This design comes from an exercise in tuning for small area, a short achievable clock period and few clock cycles per item on the open sky130 flow, not from production work. The RTL was checked by simulation tests, not by an equivalence proof against the original design.

==> flow/design.v, too long to show whole: its modules and the start of the top module <==
// module hammersley_point_generator: 7409 lines
module hammersley_point_generator #(
  parameter int INDEX_BITS    = 20,
  parameter int FRACTION_BITS = 32
) (
  input  logic                             clk,
  input  logic                             rst_n,
  input  logic                             cfg_valid,
  output logic                             cfg_ready,
  input  logic [hpg_pkg::LENGTH_BITS-1:0]  cfg_sequence_length,
  input  logic                             in_valid,
  output logic                             in_ready,
  input  logic [INDEX_BITS-1:0]            in_sample_index,
  output logic                             out_valid,
  input  logic                             out_ready,
  output logic [hpg_pkg::COORD_BITS-1:0]   out_regular_coord,
  output logic [hpg_pkg::COORD_BITS-1:0]   out_radix2_coord,
  output logic [hpg_pkg::COORD_BITS-1:0]   out_radix3_coord,
  output logic [hpg_pkg::COORD_BITS-1:0]   out_radix5_coord,
  output logic                             out_index_out_of_range
);
  // ...
==> flow/run.sh <==
#!/bin/bash
# synth_recipe.tcl (not shown) runs the flow's synth.tcl, then flattens the netlist and writes it again
# the make line also repeats each setting of config.mk as NAME=value (left out here)
make -C /OpenROAD-flow-scripts/flow DESIGN_CONFIG=/design/flow/config.mk WORK_HOME=/design/flow/orfs CLKGATE_MAP_FILE= SYNTH_SCRIPT=/design/flow/synth_recipe.tcl finish
==> flow/config.mk <==
export PLATFORM = sky130hd
export DESIGN_NAME = hammersley_point_generator
export DESIGN_NICKNAME = hammersley_point_generator
export VERILOG_FILES = /design/flow/design.v
export SDC_FILE = /design/flow/constraint.sdc
export NUM_CORES = 4
export LEC_CHECK = 0
export ABC_CLOCK_PERIOD_IN_PS = 2500
export CAP_MARGIN = 20
export CORE_MARGIN = 2
export CORE_UTILIZATION = 60
export SETUP_SLACK_MARGIN = 4.7
export SLEW_MARGIN = 20
==> flow/constraint.sdc <==
create_clock -name core_clock -period 8.0 [get_ports {clk}]
set_input_delay 1.6000 -clock core_clock [delete_from_list [all_inputs] [get_ports {clk}]]
set_output_delay 1.6000 -clock core_clock [all_outputs]
set_load 0.01 [all_outputs]
==> results.sh, run 1 <==
export IMPL_ys_top_cells_by_count="1697 x dfxtp_1, 1269 x inv_1, 960 x fa_1"
export IMPL_port_buffers=165
export IMPL_synthFlopType="dfxtp_1"
export IMPL_yosysUniqueCellTypes=114
export IMPL_outcome="timing/DRC/antenna clean"
export IMPL_final_common_cell="dfxtp_1"
export IMPL_hpwl_mm=200
export IMPL_wl_met2_mm=132
export IMPL_synthMuxAreaShare_pct=6.46
export IMPL_synth_simple_gate_area_share_pct=10.1
export IMPL_num_vias=82600
export IMPL_path_clk_slew_ps=70
export IMPL_coreArea_mm2=0.191
export IMPL_biggestCellCategory="multi-input gates"
export IMPL_gr_usage_met2_pct=46.1
export IMPL_crit_chain="inv_2, ha_4, a21o_1, a21o_1, a2111o_1, a41oi_2, a21oi_4, a211o_1, o21a_4, buf_12, nand2_1, nor2_1, a221o_1"
export IMPL_path_common_cell="a21o_1"
export IMPL_num_nets_final=12600
export IMPL_crit_path_start_kind="flip-flop"
export IMPL_clkLatencyLatePin_ps=900
export IMPL_synthAdderAreaFrac_pct=20.2
export IMPL_synth_edf_count=385
export IMPL_hold_depth=0
export IMPL_hold_buffers=0
export IMPL_async_flop_share_pct=0
export IMPL_min_path_type="reg2reg"
export IMPL_worstSetupPathDepth=13
export IMPL_multi_input_area_share_pct=49.7
export IMPL_setup_violations=0
export IMPL_skew_ps=49.1
export IMPL_place_congestion=0.903
export IMPL_finalMaxSlewViolations=0
export IMPL_syn_area_per_cell_um2=10.2
export IMPL_first_global_vias=81600
export IMPL_buf_share_pct=2.87
export IMPL_yosysTopAreaCell="dfxtp_1"
export IMPL_largest_register="r3_r"
export IMPL_clock_path_buffers=3
export IMPL_wl_met3_mm=20.7
export IMPL_ant_nets=0
Testbench counts, summed over its fixed seeds: cycles 2,248, items 2,048.
==> run 2, diff against run 1 <==
--- a/flow/design.v
+++ b/flow/design.v
@@ -686,2 +686,3 @@
   logic p1003_8;
+  logic p1007_6;
   logic p1008_6;
@@ -692,4 +693,3 @@
   logic p1016_8;
-  logic p1020_6;
-  logic p1021_6;
+  logic p1018_6;
   logic p1024_7;
@@ -1021,3 +1021,2 @@
   logic p1922_7;
-  logic p1922_8;
   logic p1923_5;
@@ -1027,3 +1026,2 @@
   logic p1935_7;
-  logic p1935_8;
   logic p1936_7;
@@ -1164,2 +1162,4 @@
   logic p2198_9;
+  logic p2199_8;
+  logic p2200_8;
   logic p2200_9;
@@ -1170,2 +1170,3 @@
   logic p2206_9;
+  logic p2207_9;
   logic p2208_9;
@@ -1196,5 +1197,2 @@
   logic p2223_6;
-  logic p2223_7;
-  logic p2223_8;
-  logic p2223_9;
   logic p2224_6;
@@ -1222,2 +1220,4 @@
   logic p2246_9;
+  logic p2247_9;
+  logic p2248_9;
   logic p2249_9;
@@ -1240,6 +1240,7 @@
   logic p2285_9;
-  logic p2288_9;
-  logic p2289_9;
   logic p2298_9;
   logic p2300_9;
+  logic p2302_7;
+  logic p2302_8;
+  logic p2302_9;
   logic p2314_8;
@@ -1247,3 +1248,2 @@
   logic p2326_9;
-  logic p2328_9;
   logic p2340_9;
@@ -1681,2 +1681,4 @@
   logic p4080_7;
+  logic p4081_6;
+  logic p4082_6;
   logic p4089_7;
@@ -1684,13 +1686,11 @@
   logic p4099_7;
-  logic p4100_7;
   logic p4101_7;
   logic p4102_7;
-  logic p4111_7;
-  logic p4112_7;
-  logic p4113_7;
-  logic p4114_7;
+  logic p4115_7;
+  logic p4116_7;
   logic p4117_8;
-  logic p4125_7;
   logic p4127_7;
   logic p4128_7;
+  logic p4129_7;
+  logic p4130_7;
   logic p4141_7;
@@ -1723,3 +1723,2 @@
   logic p4254_7;
-  logic p4265_6;
   logic p4269_7;
@@ -1728,2 +1727,3 @@
   logic p4313_6;
+  logic p4314_6;
   logic p4319_7;
@@ -2595,6 +2595,6 @@
   wire n1019 = ((p326_5 & n750) | (p326_5 & n1005) | (n750 & n1005));
-  wire n1020 = (n370 ^ n1007 ^ n1018);
-  wire n1021 = ((n370 & n1007) | (n370 & n1018) | (n1007 & n1018));
-  wire n1022 = (p1009_6 ^ n1011 ^ p1020_6);
-  wire n1023 = ((p1009_6 & n1011) | (p1009_6 & p1020_6) | (n1011 & p1020_6));
+  wire n1020 = (p370_6 ^ p1007_6 ^ p1018_6);
+  wire n1021 = ((p370_6 & p1007_6) | (p370_6 & p1018_6) | (p1007_6 & p1018_6));
+  wire n1022 = (p1009_6 ^ n1011 ^ n1020);
+  wire n1023 = ((p1009_6 & n1011) | (p1009_6 & n1020) | (n1011 & n1020));
   wire n1024 = (p399_6 ^ n1013 ^ n1022);
@@ -2609,4 +2609,4 @@
   wire n1033 = ((n350 & n1019) | (n350 & n1030) | (n1019 & n1030));
-  wire n1034 = (p428_6 ^ p1021_6 ^ p1032_6);
-  wire n1035 = ((p428_6 & p1021_6) | (p428_6 & p1032_6) | (p1021_6 & p1032_6));
+  wire n1034 = (p428_6 ^ n1021 ^ p1032_6);
+  wire n1035 = ((p428_6 & n1021) | (p428_6 & p1032_6) | (n1021 & p1032_6));
   wire n1036 = (p386_6 ^ n1023 ^ n1034);
@@ -3690,4 +3690,4 @@
   wire n2198 = (n1908 ^ p1921_7);
-  wire n2199 = ((p1922_8 & p1935_8));
-  wire n2200 = (p1922_8 ^ p1935_8);
+  wire n2199 = ((p1922_7 & p1935_7));
+  wire n2200 = (p1922_7 ^ p1935_7);
   wire n2201 = ((p1936_8 & p1949_8));
@@ -3734,4 +3734,4 @@
   wire n2243 = ((p1907_8 & p2198_8));
-  wire n2244 = ((n2201) | (n2199 & n2202));
-  wire n2245 = ((n2200 & n2202));
+  wire n2244 = ((n2201) | (p2199_8 & n2202));
+  wire n2245 = ((p2200_8 & n2202));
   wire n2246 = ((p1963_8 & n2204));
@@ -3762,3 +3762,3 @@
   wire n2281 = ((n2240 & n2242));
-  wire n2282 = ((n2199) | (p2197_8 & n2200));
+  wire n2282 = ((p2199_8) | (p2197_8 & p2200_8));
   wire n2283 = ((p2200_9 & p2243_9));
@@ -3768,4 +3768,4 @@
   wire n2287 = ((p2206_9 & p2246_9));
-  wire n2288 = ((n2247) | (n2203 & n2248));
-  wire n2289 = ((n2246 & n2248));
+  wire n2288 = ((p2247_9) | (p2203_9 & p2248_9));
+  wire n2289 = ((p2246_9 & p2248_9));
   wire n2290 = ((p2043_9 & p2249_9));
@@ -3782,3 +3782,3 @@
   wire n2301 = ((p2258_9 & p2260_9));
-  wire n2302 = ((p2223_9) | (p2224_9 & p2261_9));
+  wire n2302 = ((p2223_6) | (p2224_6 & n2261));
   wire n2303 = ((p2224_9 & p2262_9));
@@ -3797,10 +3797,10 @@
   wire n2327 = ((p2281_9 & p2285_9));
-  wire n2328 = ((n2207) | (n2208 & n2288));
-  wire n2329 = ((p2208_9 & p2289_9));
-  wire n2330 = ((p2249_9) | (p2250_9 & p2288_9));
-  wire n2331 = ((p2250_9 & p2289_9));
-  wire n2332 = ((n2290) | (p2288_9 & n2291));
-  wire n2333 = ((p2289_9 & n2291));
-  wire n2334 = ((n2292) | (p2288_9 & n2293));
-  wire n2335 = ((p2289_9 & n2293));
+  wire n2328 = ((p2207_9) | (p2208_9 & n2288));
+  wire n2329 = ((p2208_9 & n2289));
+  wire n2330 = ((p2249_9) | (p2250_9 & n2288));
+  wire n2331 = ((p2250_9 & n2289));
+  wire n2332 = ((n2290) | (n2288 & n2291));
+  wire n2333 = ((n2289 & n2291));
+  wire n2334 = ((n2292) | (n2288 & n2293));
+  wire n2335 = ((n2289 & n2293));
   wire n2336 = ((p2123_9 & n2295));
@@ -3813,3 +3813,3 @@
   wire n2343 = ((p2262_9 & n2301));
-  wire n2344 = ((n2302) | (p2300_9 & n2303));
+  wire n2344 = ((p2302_9) | (p2300_9 & n2303));
   wire n2345 = ((n2301 & n2303));
@@ -3824,5 +3824,5 @@
   wire n2369 = ((n2287 & n2327));
-  wire n2370 = ((p2288_9) | (p2289_9 & p2326_9));
-  wire n2371 = ((p2289_9 & n2327));
-  wire n2372 = ((p2328_9) | (p2326_9 & n2329));
+  wire n2370 = ((n2288) | (n2289 & p2326_9));
+  wire n2371 = ((n2289 & n2327));
+  wire n2372 = ((n2328) | (p2326_9 & n2329));
   wire n2373 = ((n2327 & n2329));
@@ -5188,3 +5188,3 @@
   wire n3902 = ((nn_r[13] | p3857_6) & (nn_r[12] | p3856_6) & (n3_r[13] | ~p3856_6 | ~p3857_6) & (p3856_6 | p3857_6));
-  wire n3903 = ((nn_r[14] | p3857_6) & (nn_r[13] | p3856_6) & (n3_r[14] | ~p3856_6 | ~p3857_6) & (p3856_6 | p3857_6));
+  wire n3903 = ((nn_r[14] | p3857_5) & (nn_r[13] | p3856_5) & (n3_r[14] | ~p3856_5 | ~p3857_5) & (p3856_5 | p3857_5));
   wire n3904 = ((nn_r[15] | p3857_6) & (nn_r[14] | p3856_6) & (n3_r[15] | ~p3856_6 | ~p3857_6) & (p3856_6 | p3857_6));
@@ -5208,3 +5208,3 @@
   wire n3922 = ((nn_r[11] | p3859_6) & (nn_r[10] | p3858_6) & (n3_r[11] | ~p3858_6 | ~p3859_6) & (p3858_6 | p3859_6));
-  wire n3923 = ((nn_r[12] | p3859_6) & (nn_r[11] | p3858_6) & (n3_r[12] | ~p3858_6 | ~p3859_6) & (p3858_6 | p3859_6));
+  wire n3923 = ((nn_r[12] | p3859_5) & (nn_r[11] | p3858_5) & (n3_r[12] | ~p3858_5 | ~p3859_5) & (p3858_5 | p3859_5));
   wire n3924 = ((nn_r[13] | p3859_6) & (nn_r[12] | p3858_6) & (n3_r[13] | ~p3858_6 | ~p3859_6) & (p3858_6 | p3859_6));
@@ -5226,3 +5226,3 @@
   wire n3940 = ((nn_r[9] | p3861_6) & (nn_r[8] | p3860_6) & (n3_r[9] | ~p3860_6 | ~p3861_6) & (p3860_6 | p3861_6));
-  wire n3941 = ((nn_r[10] | p3861_6) & (nn_r[9] | p3860_6) & (n3_r[10] | ~p3860_6 | ~p3861_6) & (p3860_6 | p3861_6));
+  wire n3941 = ((nn_r[10] | p3861_5) & (nn_r[9] | p3860_5) & (n3_r[10] | ~p3860_5 | ~p3861_5) & (p3860_5 | p3861_5));
   wire n3942 = ((nn_r[11] | p3861_6) & (nn_r[10] | p3860_6) & (n3_r[11] | ~p3860_6 | ~p3861_6) & (p3860_6 | p3861_6));
@@ -5372,4 +5372,4 @@
   wire n4086 = ((n3993 & n4001) | (n3993 & n4072) | (n4001 & n4072));
-  wire n4087 = (n4074 ^ n4081 ^ n4083);
-  wire n4088 = ((n4074 & n4081) | (n4074 & n4083) | (n4081 & n4083));
+  wire n4087 = (n4074 ^ p4081_6 ^ n4083);
+  wire n4088 = ((n4074 & p4081_6) | (n4074 & n4083) | (p4081_6 & n4083));
   wire n4089 = (n4076 ^ n4085 ^ n4087);
@@ -5382,4 +5382,4 @@
   wire n4096 = ((n3958 & n3972) | (n3958 & n3984) | (n3972 & n3984));
-  wire n4097 = (n3994 ^ n4002 ^ n4082);
-  wire n4098 = ((n3994 & n4002) | (n3994 & n4082) | (n4002 & n4082));
+  wire n4097 = (n3994 ^ n4002 ^ p4082_6);
+  wire n4098 = ((n3994 & n4002) | (n3994 & p4082_6) | (n4002 & p4082_6));
   wire n4099 = (n4084 ^ n4093 ^ n4095);
@@ -5400,6 +5400,6 @@
   wire n4114 = ((n4098 & n4107) | (n4098 & n4109) | (n4107 & n4109));
-  wire n4115 = (p4100_7 ^ p4111_7 ^ p4113_7);
-  wire n4116 = ((p4100_7 & p4111_7) | (p4100_7 & p4113_7) | (p4111_7 & p4113_7));
-  wire n4117 = (p4102_7 ^ n4104 ^ n4115);
-  wire n4118 = ((p4102_7 & n4104) | (p4102_7 & n4115) | (n4104 & n4115));
+  wire n4115 = (n4100 ^ n4111 ^ n4113);
+  wire n4116 = ((n4100 & n4111) | (n4100 & n4113) | (n4111 & n4113));
+  wire n4117 = (p4102_7 ^ n4104 ^ p4115_7);
+  wire n4118 = ((p4102_7 & n4104) | (p4102_7 & p4115_7) | (n4104 & p4115_7));
   wire n4119 = (n3906 ^ n3926 ^ n3944);
@@ -5414,6 +5414,6 @@
   wire n4128 = ((n4110 & n4121) | (n4110 & n4123) | (n4121 & n4123));
-  wire n4129 = (p4112_7 ^ p4114_7 ^ p4125_7);
-  wire n4130 = ((p4112_7 & p4114_7) | (p4112_7 & p4125_7) | (p4114_7 & p4125_7));
-  wire n4131 = (n4116 ^ p4127_7 ^ n4129);
-  wire n4132 = ((n4116 & p4127_7) | (n4116 & n4129) | (p4127_7 & n4129));
+  wire n4129 = (n4112 ^ n4114 ^ n4125);
+  wire n4130 = ((n4112 & n4114) | (n4112 & n4125) | (n4114 & n4125));
+  wire n4131 = (p4116_7 ^ p4127_7 ^ p4129_7);
+  wire n4132 = ((p4116_7 & p4127_7) | (p4116_7 & p4129_7) | (p4127_7 & p4129_7));
   wire n4133 = (n3907 ^ n3927 ^ n3945);
@@ -5432,4 +5432,4 @@
   wire n4146 = ((p4128_7 & p4141_7) | (p4128_7 & p4143_7) | (p4141_7 & p4143_7));
-  wire n4147 = (n4130 ^ n4132 ^ n4145);
-  wire n4148 = ((n4130 & n4132) | (n4130 & n4145) | (n4132 & n4145));
+  wire n4147 = (p4130_7 ^ n4132 ^ n4145);
+  wire n4148 = ((p4130_7 & n4132) | (p4130_7 & n4145) | (n4132 & n4145));
   wire n4149 = (n3908 ^ n3928 ^ n3946);
@@ -5553,3 +5553,3 @@
   wire n4313 = (n4216 ^ n4263);
-  wire n4314 = (p4027_6 ^ p4265_6);
+  wire n4314 = (n4027 ^ n4265);
   wire n4315 = (p4218_6 ^ n4267);
@@ -5570,3 +5570,3 @@
   wire n4330 = ((p3890_5) | (p3889_5) | (n4311) | (n4212));
-  wire n4331 = ((p4313_6) | (p4312_6) | (n4315) | (n4314));
+  wire n4331 = ((p4313_6) | (p4312_6) | (n4315) | (p4314_6));
   wire n4332 = ((n4317) | (n4316) | (n4319) | (n4318));
@@ -5584,3 +5584,3 @@
   wire n4344 = ~n4313;
-  wire n4345 = ~n4314;
+  wire n4345 = ~p4314_6;
   wire n4346 = ~n4315;
@@ -6354,2 +6354,3 @@
     p1003_8 <= n1003;
+    p1007_6 <= n1007;
     p1008_6 <= n1008;
@@ -6360,4 +6361,3 @@
     p1016_8 <= n1016;
-    p1020_6 <= n1020;
-    p1021_6 <= n1021;
+    p1018_6 <= n1018;
     p1024_7 <= n1024;
@@ -6689,3 +6689,2 @@
     p1922_7 <= n1922;
-    p1922_8 <= p1922_7;
     p1923_5 <= n1923;
@@ -6695,3 +6694,2 @@
     p1935_7 <= n1935;
-    p1935_8 <= p1935_7;
     p1936_7 <= n1936;
@@ -6832,3 +6830,5 @@
     p2198_9 <= p2198_8;
-    p2200_9 <= n2200;
+    p2199_8 <= n2199;
+    p2200_8 <= n2200;
+    p2200_9 <= p2200_8;
     p2202_9 <= n2202;
@@ -6838,2 +6838,3 @@
     p2206_9 <= n2206;
+    p2207_9 <= n2207;
     p2208_9 <= n2208;
@@ -6864,5 +6865,2 @@
     p2223_6 <= n2223;
-    p2223_7 <= p2223_6;
-    p2223_8 <= p2223_7;
-    p2223_9 <= p2223_8;
     p2224_6 <= n2224;
@@ -6890,2 +6888,4 @@
     p2246_9 <= n2246;
+    p2247_9 <= n2247;
+    p2248_9 <= n2248;
     p2249_9 <= n2249;
@@ -6908,6 +6908,7 @@
     p2285_9 <= n2285;
-    p2288_9 <= n2288;
-    p2289_9 <= n2289;
     p2298_9 <= n2298;
     p2300_9 <= n2300;
+    p2302_7 <= n2302;
+    p2302_8 <= p2302_7;
+    p2302_9 <= p2302_8;
     p2314_8 <= n2314;
@@ -6915,3 +6916,2 @@
     p2326_9 <= n2326;
-    p2328_9 <= n2328;
     p2340_9 <= n2340;
@@ -7349,2 +7349,4 @@
     p4080_7 <= n4080;
+    p4081_6 <= n4081;
+    p4082_6 <= n4082;
     p4089_7 <= n4089;
@@ -7352,13 +7354,11 @@
     p4099_7 <= n4099;
-    p4100_7 <= n4100;
     p4101_7 <= n4101;
     p4102_7 <= n4102;
-    p4111_7 <= n4111;
-    p4112_7 <= n4112;
-    p4113_7 <= n4113;
-    p4114_7 <= n4114;
+    p4115_7 <= n4115;
+    p4116_7 <= n4116;
     p4117_8 <= n4117;
-    p4125_7 <= n4125;
     p4127_7 <= n4127;
     p4128_7 <= n4128;
+    p4129_7 <= n4129;
+    p4130_7 <= n4130;
     p4141_7 <= n4141;
@@ -7391,3 +7391,2 @@
     p4254_7 <= n4254;
-    p4265_6 <= n4265;
     p4269_7 <= n4269;
@@ -7396,2 +7395,3 @@
     p4313_6 <= n4313;
+    p4314_6 <= n4314;
     p4319_7 <= n4319;
--- a/flow/config.mk
+++ b/flow/config.mk
@@ -7,3 +7,3 @@
 export LEC_CHECK = 0
-export ABC_CLOCK_PERIOD_IN_PS = 2500
+export ABC_CLOCK_PERIOD_IN_PS = 2000
 export CAP_MARGIN = 20
@@ -11,3 +11,3 @@
 export CORE_UTILIZATION = 60
-export SETUP_SLACK_MARGIN = 4.7
+export SETUP_SLACK_MARGIN = 4.8
 export SLEW_MARGIN = 20
==> run 2 against run 1 <==
  * Still clean
  * Critical path depth shrank 1
  * Synthesized area grew 0.43%
  * Sequential cell count is the same
  * Setup slack gained 85 ps
  * Die area grew 0.42%
  * Cell count grew 0.67%
  * Critical endpoint is now rem_r[18]
  * Highest routed layer is now met4
==> results.sh, run 2 <==
export IMPL_synthMostInstantiatedCell="dfxtp_1"
export IMPL_fin_area_mm2=0.129
export IMPL_drc=0
export IMPL_die_area_mm2=0.197
export IMPL_start_util_pct=60.3
export IMPL_hold_buffers=0
export IMPL_yosysSeqAreaShare_pct=39.3
export IMPL_ys_top_cells_by_count="1697 x dfxtp_1, 1289 x inv_1, 960 x fa_1"
export IMPL_rsz0062_at_grt="yes"
export IMPL_fmax_ghz=0.308
export IMPL_via_per_inst=5.96
export IMPL_grt_pass1_wl_mm=459
export IMPL_relSlewSlack_pct=20.1
export IMPL_cts_sinks=2082
export IMPL_finalSetupTns_ps=0
export IMPL_cap_viol_max_count=0
export IMPL_htreeDepth=4
export IMPL_numCtsBuffers=208
export IMPL_yosysTopAreaCell="dfxtp_1"
export IMPL_synth_area_top_cells="dfxtp_1 29%, fa_1 17%, edfxtp_1 10%"
export IMPL_finalMaxSlewViolations=0
export IMPL_port_buffers=165
export IMPL_skew_ps=40.7
export IMPL_hpwl_mm=207
export IMPL_place_congestion=0.930
export IMPL_min_path_type="reg2reg"
export IMPL_yosysUniqueCellTypes=118
export IMPL_final_hold_violation_count=0
export IMPL_layout_min_cycle_time_ps=3250
export IMPL_antenna_found_initial=4
export IMPL_clock_path_buffers=3
export IMPL_ys_ff_latch=2082
export IMPL_drt_initial_drc_count=7903
export IMPL_synth_xor_area_share_pct=2.70
export IMPL_num_nets_final=12700
export IMPL_synthAdderAreaFrac_pct=20.1
export IMPL_synthMuxAreaShare_pct=6.33
export IMPL_async_flop_share_pct=0
export IMPL_dpl_cell_area_mm2=0.119
export IMPL_worst_setup_path_end_kind="flip-flop"
export IMPL_final_common_cell="dfxtp_1"
export IMPL_synth_simple_gate_area_share_pct=10.2
export IMPL_layout_common_cells="1608 x dfxtp_1, 1262 x inv_1, 958 x fa_1, 709 x nor2_1, 687 x nand2_1"
export IMPL_path_class="reg2reg"
export IMPL_routedWlPerCell_um=21.0
export IMPL_synth_edf_count=385
export IMPL_largest_register="r3_r"
export IMPL_wl_mm=295
export IMPL_io_pins=178
export IMPL_first_global_vias=81900
export IMPL_fin_util_pct=67.2
export IMPL_largest_reg_flops=35
export IMPL_syn_area_per_cell_um2=10.2
export IMPL_num_fill_cells=14700
export IMPL_required_ps=8760
export IMPL_ys_warn_count=1
export IMPL_synthToLayoutAreaGrowth_pct=11.6
export IMPL_grt_max_degree=80
export IMPL_synth_top_area_share_pct=29.3
export IMPL_crit_arrival_ps=4010
export IMPL_coreArea_mm2=0.192
export IMPL_path_clk_slew_ps=70
export IMPL_synthFlopType="dfxtp_1"
export IMPL_fp_dieH_um=443
export IMPL_drtPass1Iterations=7
export IMPL_num_rows=161
export IMPL_synth_compound_area_share_pct=14.9
export IMPL_grt_overflow_total=0
export IMPL_cts_tree="yes"
export IMPL_clockRootBuffer="clkbuf_16"
export IMPL_setup_violations=0
export IMPL_synth_top_family_by_area="adder cells"
export IMPL_grt_usage_pct=29.2
export IMPL_clkLatencyLatePin_ps=870
export IMPL_num_vias=83800
export IMPL_period_share_pct=40.6
export IMPL_syn_area_mm2=0.116
export IMPL_path_max_fanout=24
export IMPL_outcome="timing/DRC/antenna clean"
export IMPL_dieWidth_um=443
export IMPL_drive_gt1_share_pct=12.7
export IMPL_crit_path_start_kind="flip-flop"
export IMPL_ant_nets=0
export IMPL_worstMarginPinSlew_ps=1200
export IMPL_syn_instance_count=11400
-- run 2: cell types whose count changed after synthesis, moves of 16 or more --
cell      change
a31o_2       +16
inv_1        +20
nand2b_1     -17
a22o_1       -21
mux2i_1      +39
a21oi_1      -17
nand2_1      +21
a22oi_1      -20
nor2_1       -29
mux2_2       -33
-- run 2: critical path, stage by stage, from the launching register on --
cell and delay, ps:
edfxtp_1 370, inv_1 90, ha_1 270, a21o_1 250, or4_1 440, a21oi_2 210
nor4_1 100, nor2_2 320, nand2_8 190, mux2_2 320, a2111oi_2 390, a21oi_1 70
o21a_1 110
-- run 2: kinds of logic after synthesis --
kind of cell	after synthesis
AO/OA/AOI/OAI	2541
AND/OR/NAND/NOR	2467
flip-flops	2082
buffers and inverters	1964
adder cells (fa/ha/maj)	1295
multiplexers	675
XOR/XNOR	357
other	2
-- run 2: layer usage --
metal / track usage [%] / share of wire (%)
met1: 41.2 / 44
met2: 45.9 / 45
met3: 5.69 / 7.6
met4: 8.68 / 3.1
met5: 0 / 0
-- run 2: layout make-up --
type / instances / area (um2) / share of cell area [%]
antenna: 4 / 10.0 / 0.00775
clock buffer: 272 / 5850 / 4.53
clock inverter: 123 / 1470 / 1.14
inverter: 1294 / 4920 / 3.81
multi-input combinational: 7355 / 64400 / 49.9
sequential: 2082 / 45700 / 35.4
tap: 2526 / 3160 / 2.45
timing repair buffer: 416 / 3640 / 2.82
timing repair inverter: 1 / 7.51 / 0.00581
-- run 2: final timing paths --
kind	start	endpoint	slack, ps	cells past startpoint
worst max register to register	dd_r[8]	rem_r[18]	4750	12
worst min-delay path	p3880_7	p3880_8	310	0
worst min register to register	p3880_7	p3880_8	310	0
worst max-delay path	dd_r[8]	rem_r[18]	4750	12
-- run 2: stage by stage --
stage	hold WS [ps]	cells	worst slack, ps
floorplan	310	11400	4140
global placement	310	13500	3760
detailed placement	312	13500	3710
CTS	302	14000	4560
global route	323	14100	4570
finish	306	14100	4750
-- run 2: repair_timing --
action	4_1_cts	5_1_grt
buffers inserted	70	87
resized for setup	344	294
gates cloned	6	3
pin swaps	22	70
endpoints found under the setup margin	473	273
Testbench counts of run 2, summed over its fixed seeds: cycles 2,248, items 2,048.
==> run 3, diff against run 2 <==
--- a/flow/config.mk
+++ b/flow/config.mk
@@ -10,4 +10,6 @@
 export CORE_MARGIN = 2
-export CORE_UTILIZATION = 60
-export SETUP_SLACK_MARGIN = 4.8
+export CORE_UTILIZATION = 55
+export CTS_CLUSTER_DIAMETER = 100
+export CTS_CLUSTER_SIZE = 30
+export SETUP_SLACK_MARGIN = 4.9
 export SLEW_MARGIN = 20
==> run 3 against run 2 <==
  * Still clean
  * Sequential cell count unchanged
  * Critical path depth down 3
  * Largest cell class unchanged
==> results.sh, run 3 <==
export IMPL_yosysTopAreaCell="dfxtp_1"
export IMPL_routedWlPerCell_um=21.1
export IMPL_ys_top_cells_by_count="1697 x dfxtp_1, 1289 x inv_1, 960 x fa_1"
export IMPL_place_congestion=0.915
export IMPL_cts_tree="yes"
export IMPL_cts_sinks=2082
export IMPL_largest_reg_flops=35
export IMPL_hold_depth=0
export IMPL_die_area_mm2=0.214
export IMPL_drtPass1Iterations=8
export IMPL_grt_overflow_total=0
export IMPL_ff2ff_setup_slack_ps=4880
export IMPL_fmax_ghz=0.320
export IMPL_crit_arrival_ps=3770
export IMPL_rr_worst_depth=9
export IMPL_hp_start="p154_7"
export IMPL_syn_area_per_cell_um2=10.2
export IMPL_worst_setup_path_end_kind="flip-flop"
export IMPL_synthFlopType="dfxtp_1"
export IMPL_fp_dieH_um=463
export IMPL_layoutNonFillerInstCount=14200
export IMPL_worst_hold_slack_ps=314
export IMPL_setup_ws_ps=4880
export IMPL_antenna_found_initial=6
export IMPL_grt_usage_pct=26.9
export IMPL_drive_gt1_share_pct=12.9
export IMPL_rsz0062_at_grt="yes"
export IMPL_num_nets_final=12700
export IMPL_grt_use_met3_pct=4.02
export IMPL_synth_top_area_share_pct=29.3
export IMPL_use_met1_pct=39.0
export IMPL_num_vias=83100
export IMPL_whs_endpoint="p154_8"
export IMPL_top_usage_layer="met2"
export IMPL_final_hold_violation_count=0
export IMPL_grt_max_degree=112
export IMPL_via_per_inst=5.84
export IMPL_drt_initial_drc_count=7481
export IMPL_grt_pass1_wl_mm=462
export IMPL_layout_min_cycle_time_ps=3120
export IMPL_worstMarginPinSlew_ps=1230
export IMPL_htreeDepth=3
export IMPL_pre_cts_ws_ps=4000
export IMPL_min_path_type="reg2reg"
export IMPL_path_class="reg2reg"
export IMPL_period_share_pct=39.0
export IMPL_yosysSeqAreaShare_pct=39.3
export IMPL_layout_common_cells="1585 x dfxtp_1, 1260 x inv_1, 958 x fa_1, 708 x nor2_1, 688 x nand2_1"
export IMPL_path_clk_slew_ps=110
export IMPL_synth_area_top_cells="dfxtp_1 29%, fa_1 17%, edfxtp_1 10%"
export IMPL_clkLatencyLatePin_ps=790
export IMPL_r2r_end="p3499_3"
export IMPL_start_util_pct=55.3
export IMPL_io_pins=178
export IMPL_finalSetupTns_ps=0
export IMPL_synthMostInstantiatedCell="dfxtp_1"
export IMPL_wl_mm=300
export IMPL_clockRootBuffer="clkbuf_16"
export IMPL_dp_cells=13800
export IMPL_synth_edf_count=385
export IMPL_crit_path_start_kind="flip-flop"
export IMPL_relSlewSlack_pct=17.8
export IMPL_cap_viol_max_count=0
export IMPL_r2r_start="p2526_2"
export IMPL_numCtsBuffers=90
export IMPL_skew_ps=45.0
export IMPL_ys_warn_count=1
export IMPL_final_common_cell="dfxtp_1"
export IMPL_synthToLayoutAreaGrowth_pct=9.73
export IMPL_largest_register="r3_r"
export IMPL_coreArea_mm2=0.209
export IMPL_ant_nets=0
export IMPL_hpwl_mm=208
export IMPL_async_flop_share_pct=0
export IMPL_clock_path_buffers=3
export IMPL_first_global_vias=80600
export IMPL_finalMaxSlewViolations=0
export IMPL_required_ps=8650
export IMPL_yosysUniqueCellTypes=118
export IMPL_hold_buffers=0
export IMPL_drc=0
export IMPL_num_rows=168
export IMPL_ys_ff_latch=2082
export IMPL_syn_area_mm2=0.116
export IMPL_gr_usage_met2_pct=41.9
export IMPL_outcome="timing/DRC/antenna clean"
export IMPL_setup_violations=0
export IMPL_syn_instance_count=11400
export IMPL_path_max_fanout=36
export IMPL_port_buffers=165
export IMPL_dieWidth_um=463
## run 3: kinds of logic (layout without fill, tap and decap cells)
logic type	Yosys count	count (layout)	share of synthesized area [%]
compound gates	2541	2544	14.9
simple gates	2467	2474	10.2
flops	2082	2082	39.3
buf+inv	1964	1980	6.48
fa+ha+maj	1295	1295	20.1
mux	675	675	6.33
xor+xnor	357	357	2.70
other cells	2	13	0.00649
## run 3: repair_timing
item | 4_1_cts | 5_1_grt
pin swaps | 46 | 81
endpoints found under the setup margin | 607 | 274
gates cloned | 7 | 14
gates resized for setup | 598 | 330
buffers inserted | 103 | 154
endpoints found under the hold margin | 0 | 0
## run 3: layout make-up
cell class	count	area, um2
Inverter	1294	4920
Fill cell	17500	82300
Sequential cell	2082	45800
Clock buffer	128	2520
Timing Repair Buffer	522	4850
Timing Repair inverter	1	7.51
Multi-Input combinational cell	7357	65000
Tap cell	2805	3510
Clock inverter	35	488
Antenna cell	1	2.50
## run 3: through the flow
| step | instance area (um2) | util [%] |
|---|---|---|
| 2_1_floorplan | 116000 | - |
| 4_1_cts | 124000 | 59.3 |
| 3_5_place_dp | 119000 | 57.0 |
| 6_report | 127000 | 60.7 |
| 3_3_place_gp | 119000 | 56.9 |
| 5_1_grt | 127000 | 60.7 |
## run 3: worst max-delay path by stage
stage / from / end / depth (start not counted)
after floorplan: out_ready / o_oor / 2
after global placement: out_ready / ib_i[7] / 5
after detailed placement: out_ready / ib_i[2] / 5
after CTS: o_r2[27] / out_radix2_coord[27] / 1
after global routing: qs_r[1] / r3_r[32] / 13
final: p2526_2 / p3499_3 / 9
## run 3: layer usage
metal  part of all wire (%)  vias up  wire length [um]
li1                       -    38800                 -
met1                     45    40800            136000
met2                     45     2969            134000
met3                    7.0      593             20900
met4                    3.1        0              9430
met5                      0        -                 0
## run 3: worst max-delay path, stage by stage, from the launching register on
cell      delay (ps)
dfxtp_1          330
buf_4            510
nor2b_4           70
clkbuf_8         290
a22o_1           300
fa_1             500
inv_1             60
fa_1             360
inv_1             90
fa_1             440
==> run 4, diff against run 3 <==
--- a/flow/config.mk
+++ b/flow/config.mk
@@ -13,3 +13,3 @@
 export CTS_CLUSTER_SIZE = 30
-export SETUP_SLACK_MARGIN = 4.9
+export SETUP_SLACK_MARGIN = 5.0
 export SLEW_MARGIN = 20
==> run 4 against run 3 <==
  * Still clean on timing, DRC and antenna
  * Synthesized area stayed put
  * Die area stayed put
  * Register-to-register slack hardly changed
==> results.sh, run 4 <==
export IMPL_via_per_inst=5.86
export IMPL_synthToLayoutAreaGrowth_pct=12.4
export IMPL_ys_top_cells_by_count="1697 x dfxtp_1, 1289 x inv_1, 960 x fa_1"
export IMPL_finalMaxSlewViolations=0
export IMPL_synthFlopType="dfxtp_1"
export IMPL_layout_common_cells="1534 x dfxtp_1, 1244 x inv_1, 954 x fa_1, 701 x nor2_1, 681 x nand2_1"
export IMPL_ys_warn_count=1
export IMPL_num_vias=84800
export IMPL_finalSetupTns_ps=0
export IMPL_grt_usage_pct=27.6
export IMPL_num_rows=168
export IMPL_port_buffers=165
export IMPL_grt_pass1_wl_mm=473
export IMPL_synth_area_top_cells="dfxtp_1 29%, fa_1 17%, edfxtp_1 10%"
export IMPL_cap_viol_max_count=0
export IMPL_required_ps=8530
export IMPL_clockRootBuffer="clkbuf_16"
export IMPL_layout_min_cycle_time_ps=3130
export IMPL_cpLargestDelayFamily="compound AO/OA/AOI/OAI gates"
export IMPL_cp_num_buf_inv=3
export IMPL_ff2ff_setup_slack_ps=4870
export IMPL_yosysUniqueCellTypes=118
export IMPL_fp_dieH_um=463
export IMPL_die_area_mm2=0.214
export IMPL_max_stage_delay_ps=380
export IMPL_yosysSeqAreaShare_pct=39.3
export IMPL_clock_path_buffers=3
export IMPL_crit_arrival_ps=3670
export IMPL_htreeDepth=3
export IMPL_drtPass1Iterations=7
export IMPL_num_nets_final=12900
export IMPL_fmax_ghz=0.319
export IMPL_grt_max_degree=89
export IMPL_crit_chain="buf_4, inv_6, fa_2, nor2b_4, o31a_1, o211a_1, a31o_4, o211ai_1, o22ai_2, o41ai_4, buf_4, xor2_4, nor2_2"
export IMPL_largest_reg_flops=35
export IMPL_dieWidth_um=463
export IMPL_synth_top_area_share_pct=29.3
export IMPL_drt_initial_drc_count=7668
export IMPL_drive_gt1_share_pct=16.9
export IMPL_fin_util_pct=62.2
export IMPL_ant_nets=0
export IMPL_first_global_vias=81900
export IMPL_path_class="reg2reg"
export IMPL_grt_overflow_total=0
export IMPL_cts_sinks=2082
export IMPL_start_util_pct=55.3
export IMPL_period_share_pct=39.2
export IMPL_rsz0062_at_grt="yes"
export IMPL_setup_violations=0
export IMPL_clkLatencyLatePin_ps=810
export IMPL_synthMostInstantiatedCell="dfxtp_1"
export IMPL_largest_register="r3_r"
export IMPL_min_path_type="reg2reg"
export IMPL_place_congestion=0.918
export IMPL_cp_slowest_cell="dfxtp_4"
export IMPL_syn_area_mm2=0.116
export IMPL_crit_path_start_kind="flip-flop"
export IMPL_path_max_fanout=4
export IMPL_numCtsBuffers=95
export IMPL_ys_ff_latch=2082
export IMPL_cts_tree="yes"
export IMPL_hold_buffers=0
export IMPL_syn_instance_count=11400
export IMPL_io_pins=178
export IMPL_antenna_found_initial=4
export IMPL_coreArea_mm2=0.209
export IMPL_syn_area_per_cell_um2=10.2
export IMPL_hpwl_mm=210
export IMPL_path_clk_slew_ps=110
export IMPL_synth_edf_count=385
export IMPL_outcome="timing/DRC/antenna clean"
export IMPL_drc=0
export IMPL_routedWlPerCell_um=21.5
export IMPL_async_flop_share_pct=0
export IMPL_final_common_cell="dfxtp_1"
export IMPL_path_common_cell="buf_4"
export IMPL_final_hold_violation_count=0
export IMPL_wl_mm=312
export IMPL_skew_ps=38.1
export IMPL_yosysTopAreaCell="dfxtp_1"
export IMPL_relSlewSlack_pct=22.8
export IMPL_worstMarginPinSlew_ps=1160
export IMPL_worst_setup_path_end_kind="flip-flop"
## run 4: cell counts after synthesis
No cell type changed its count.
## run 4: per-stage QoR
step	instances	cell area, um2	hold slack (ps)	setup slack [ps]
floorplan	11400	116000	310	4140
global placement	13800	119000	310	3740
detailed placement	13800	119000	312	3750
CTS	14200	126000	318	4830
global route	14500	130000	324	4690
finish	14500	130000	315	4870
## run 4: cell type report
type                            count  area, um2
Antenna cell                        4       10.0
Clock buffer                      131       2570
Clock inverter                     43        673
Fill cell                       17300      79200
Inverter                         1294       4950
Multi-Input combinational cell   7361      66000
Sequential cell                  2082      45900
Tap cell                         2805       3510
Timing Repair Buffer              735       6510
Timing Repair inverter              1       7.51
## run 4: cell families (layout without fill, tap and decap cells)
kind of cell / Yosys count / after routing / synth area share, %
other cells: 2 / 16 / 0.00649
simple gates: 2467 / 2478 / 10.2
compound gates: 2541 / 2544 / 14.9
fa+ha+maj: 1295 / 1295 / 20.1
buf+inv: 1964 / 2204 / 6.48
flops: 2082 / 2082 / 39.3
xor+xnor: 357 / 357 / 2.70
mux: 675 / 675 / 6.33
## run 4: path summary, 6_finish.rpt
kind	from	to	depth (start not counted)
worst min register to register	p2514_1	p2514_2	0
worst max-delay path	dn_r[1]	dn3_r[19]	13
worst max register to register	dn_r[1]	dn3_r[19]	13
worst min-delay path	p2514_1	p2514_2	0
## run 4: routing by layer
metal / wire length [um] / part of all wire, % / GRT usage, % / up-vias
met5: 0 / 0 / 0 / -
met4: 10000 / 3.2 / 7.78 / 0
met3: 23200 / 7.4 / 4.06 / 697
met2: 138000 / 44 / 42.8 / 3279
met1: 140000 / 45 / 40.3 / 41500
li1: - / - / - / 39300
## run 4: what timing repair did
| item | CTS | global route |
|---|---|---|
| pin swaps | 80 | 187 |
| endpoints found under the setup margin | 722 | 332 |
| resized for setup | 953 | 502 |
| buffers inserted | 202 | 249 |
| cloned | 14 | 20 |
==> run 5, diff against run 4 <==
--- a/flow/config.mk
+++ b/flow/config.mk
@@ -10,6 +10,6 @@
 export CORE_MARGIN = 2
-export CORE_UTILIZATION = 55
-export CTS_CLUSTER_DIAMETER = 100
-export CTS_CLUSTER_SIZE = 30
-export SETUP_SLACK_MARGIN = 5.0
+export CORE_UTILIZATION = 60
+export CTS_CLUSTER_DIAMETER = 90
+export CTS_CLUSTER_SIZE = 25
+export SETUP_SLACK_MARGIN = 4.9
 export SLEW_MARGIN = 20
==> run 5 against run 4 <==
  * Still clean
  * Hold slack worse by 12 ps
  * Synthesized area unchanged
  * Sequential cell count unchanged
  * First-iteration DRC count up 5.6%
  * Routed wire length down 3.7%
==> results.sh, run 5 <==
export IMPL_place_congestion=0.923
export IMPL_synth_edf_count=385
export IMPL_required_ps=8560
export IMPL_finalMaxSlewViolations=0
export IMPL_grt_pass1_wl_mm=462
export IMPL_fp_dieH_um=443
export IMPL_final_common_cell="dfxtp_1"
export IMPL_rsz0062_at_grt="yes"
export IMPL_ff2ff_setup_slack_ps=4870
export IMPL_hold_buffers=0
export IMPL_final_hold_violation_count=0
export IMPL_clockRootBuffer="clkbuf_16"
export IMPL_max_stage_delay_ps=450
export IMPL_io_pins=178
export IMPL_ys_ff_latch=2082
export IMPL_routedWlPerCell_um=21.5
export IMPL_port_buffers=165
export IMPL_setup_violations=0
export IMPL_hpwl_mm=207
export IMPL_synthFlopType="dfxtp_1"
export IMPL_skew_ps=32.6
export IMPL_ant_nets=0
export IMPL_outcome="timing/DRC/antenna clean"
export IMPL_wl_mm=300
export IMPL_crit_chain="buf_4, ha_2, inv_1, fa_2, nor2b_2, o2111ai_2, nand3_2, and3_4, o21ai_4, o211ai_1, a311oi_2, o21ai_2, a21bo_2, xnor2_1"
export IMPL_synth_area_top_cells="dfxtp_1 29%, fa_1 17%, edfxtp_1 10%"
export IMPL_layout_min_cycle_time_ps=3130
export IMPL_path_class="reg2reg"
export IMPL_largest_register="r3_r"
export IMPL_fin_area_mm2=0.127
export IMPL_crit_end="r3_r[31]"
export IMPL_period_share_pct=39.1
export IMPL_ys_warn_count=1
export IMPL_yosysTopAreaCell="dfxtp_1"
export IMPL_first_global_vias=81500
export IMPL_grt_overflow_total=0
export IMPL_path_max_fanout=3
export IMPL_crit_path_start_kind="flip-flop"
export IMPL_clkLatencyLatePin_ps=820
export IMPL_grt_usage_pct=29.4
export IMPL_num_fill_cells=15100
export IMPL_syn_area_per_cell_um2=10.2
export IMPL_clock_path_buffers=3
export IMPL_synthToLayoutAreaGrowth_pct=9.77
export IMPL_drc=0
export IMPL_cts_sinks=2082
export IMPL_antenna_found_initial=6
export IMPL_ys_top_cells_by_count="1697 x dfxtp_1, 1289 x inv_1, 960 x fa_1"
export IMPL_crit_arrival_ps=3690
export IMPL_finalSetupTns_ps=0
export IMPL_grt_max_degree=82
export IMPL_path_clk_slew_ps=100
export IMPL_worst_setup_path_end_kind="flip-flop"
export IMPL_synth_top_area_share_pct=29.3
export IMPL_syn_instance_count=11400
export IMPL_min_path_type="reg2reg"
export IMPL_cap_viol_max_count=0
export IMPL_num_nets_final=12700
export IMPL_drtPass1Iterations=7
export IMPL_start_util_pct=60.3
export IMPL_synthMostInstantiatedCell="dfxtp_1"
export IMPL_r2r_start="qs_r[1]"
export IMPL_syn_area_mm2=0.116
export IMPL_cts_tree="yes"
export IMPL_die_area_mm2=0.197
export IMPL_largest_reg_flops=35
export IMPL_yosysSeqAreaShare_pct=39.3
export IMPL_relSlewSlack_pct=28.5
export IMPL_fmax_ghz=0.320
export IMPL_numCtsBuffers=109
export IMPL_dieWidth_um=443
export IMPL_layout_common_cells="1582 x dfxtp_1, 1263 x inv_1, 958 x fa_1, 706 x nor2_1, 689 x nand2_1"
export IMPL_drt_initial_drc_count=8096
export IMPL_yosysUniqueCellTypes=118
export IMPL_rr_worst_depth=14
export IMPL_startpoint="qs_r[1]"
export IMPL_drive_gt1_share_pct=13.1
export IMPL_num_rows=161
export IMPL_htreeDepth=3
export IMPL_async_flop_share_pct=0
export IMPL_coreArea_mm2=0.192
export IMPL_cp_slowest_cell="edfxtp_1"
export IMPL_via_per_inst=5.99
export IMPL_num_vias=83700
export IMPL_dpl_cell_area_mm2=0.119
export IMPL_worstMarginPinSlew_ps=1070
export IMPL_r2r_end="r3_r[31]"
export IMPL_hp_start="p4331_7"
[run 5: cell count changes in the layout (fill, tap and decap cells not counted), sizes merged, moves of 3 or more]
cell	delta
bufbuf	-4
inv	+7
clkinvlp	-3
clkinv	-7
clkdlybuf4s15	+67
clkbuf	+35
buf	-294
[run 5: what timing repair did]
| action | 4_1_cts | 5_1_grt |
|---|---|---|
| pin swaps | 40 | 73 |
| resized for setup | 617 | 352 |
| cloned | 8 | 12 |
| buffers inserted | 94 | 158 |
| setup endpoints to repair | 614 | 307 |
[run 5: cell families after synthesis]
kind of cell | count (synthesis) | synth area share (%)
AOI/OAI and AO/OA | 2541 | 14.9
and+or+nand+nor | 2467 | 10.2
DFF | 2082 | 39.3
buffers and inverters | 1964 | 6.48
adders and majority gates | 1295 | 20.1
muxes | 675 | 6.33
xor gates and xnor gates | 357 | 2.70
other | 2 | 0.00649
[run 5: through the flow]
stage / instances / setup slack [ps] / hold slack (ps) / util (%)
2_1_floorplan: 11400 / 4140 / 310 / -
3_3_place_gp: 13500 / 4140 / 310 / 61.8
3_5_place_dp: 13500 / 4050 / 312 / 61.8
4_1_cts: 13800 / 4870 / 310 / 64.7
5_1_grt: 14000 / 4730 / 320 / 66.1
6_report: 14000 / 4870 / 303 / 66.1
[run 5: how the worst min path moves through the flow]
stage / end / slack [ps] / depth (start not counted)
final: p4331_8 / 300 / 0
after detailed placement: p1077_8 / 310 / 0
after CTS: p4331_8 / 310 / 0
after floorplan: p1070_8 / 310 / 0
after global routing: p152_6 / 320 / 0
after global placement: p159_9 / 310 / 0
[run 5: layout make-up]
class | count | area [um2] | share of cell area, %
Timing Repair Buffer | 512 | 4640 | 3.65
Multi-Input combinational cell | 7358 | 65000 | 51.1
Antenna cell | 2 | 5.00 | 0.00394
Clock inverter | 40 | 577 | 0.454
Timing Repair inverter | 2 | 15.0 | 0.0118
Tap cell | 2526 | 3160 | 2.49
Sequential cell | 2082 | 45800 | 36.0
Inverter | 1294 | 4920 | 3.87
Clock buffer | 157 | 3080 | 2.42
[run 5: critical path: cells and delay by family, from the launching register on]
kind,cells,cell delay [ps]
compound gates,6,1310
xor+xnor,1,120
buf+inv,2,250
fa+ha+maj,2,400
simple gates,3,390
flops,1,450
[run 5: metal layers]
metal	GRT usage, %	up-vias	part of all wire, %
met5	0	-	0.0060
met1	41.6	40900	44
met3	4.82	721	7.5
li1	-	38900	-
met2	46.6	3283	45
met4	8.46	2	3.5

separate check: timing with driven ports:
Ports are ideal in the flow. The routed layouts listed here were re-timed in OpenROAD.
Step 1: set_driving_cell puts a clkbuf_16 on clk and a buf_2 on each other input, an assumption about the parent block.
Step 2 times the ports against the registers' clock, not the clock port: input delays grow and output delays shrink by t, the midpoint of the rising clock arrivals with the driver on.
Three values: no drivers, after step 1, after step 2; two values: the first two.
run	shift t [ns]	setup WS [ns]	worst setup path at the end	slew at the worst register clock pin (ns)	worst slew at a driven data input, ns
run 1	0.963	4.664 / 4.664 / 3.847	input to register	0.07 / 0.07	0.04
run 2	0.943	4.749 / 4.749 / 4.039	input to register	0.07 / 0.07	0.07
run 3	0.856	4.877 / 4.809 / 4.257	input to register	0.11 / 0.11	0.05
run 4	0.874	4.867 / 4.829 / 4.205	input to register	0.12 / 0.12	0.05
run 5	0.885	4.872 / 4.850 / 4.148	input to register	0.10 / 0.10	0.06
After both steps setup and hold are still met in every run listed. The setup slack of run 1, which loses most, moves by 0.000 ns with the drivers and by -0.817 ns with both steps.
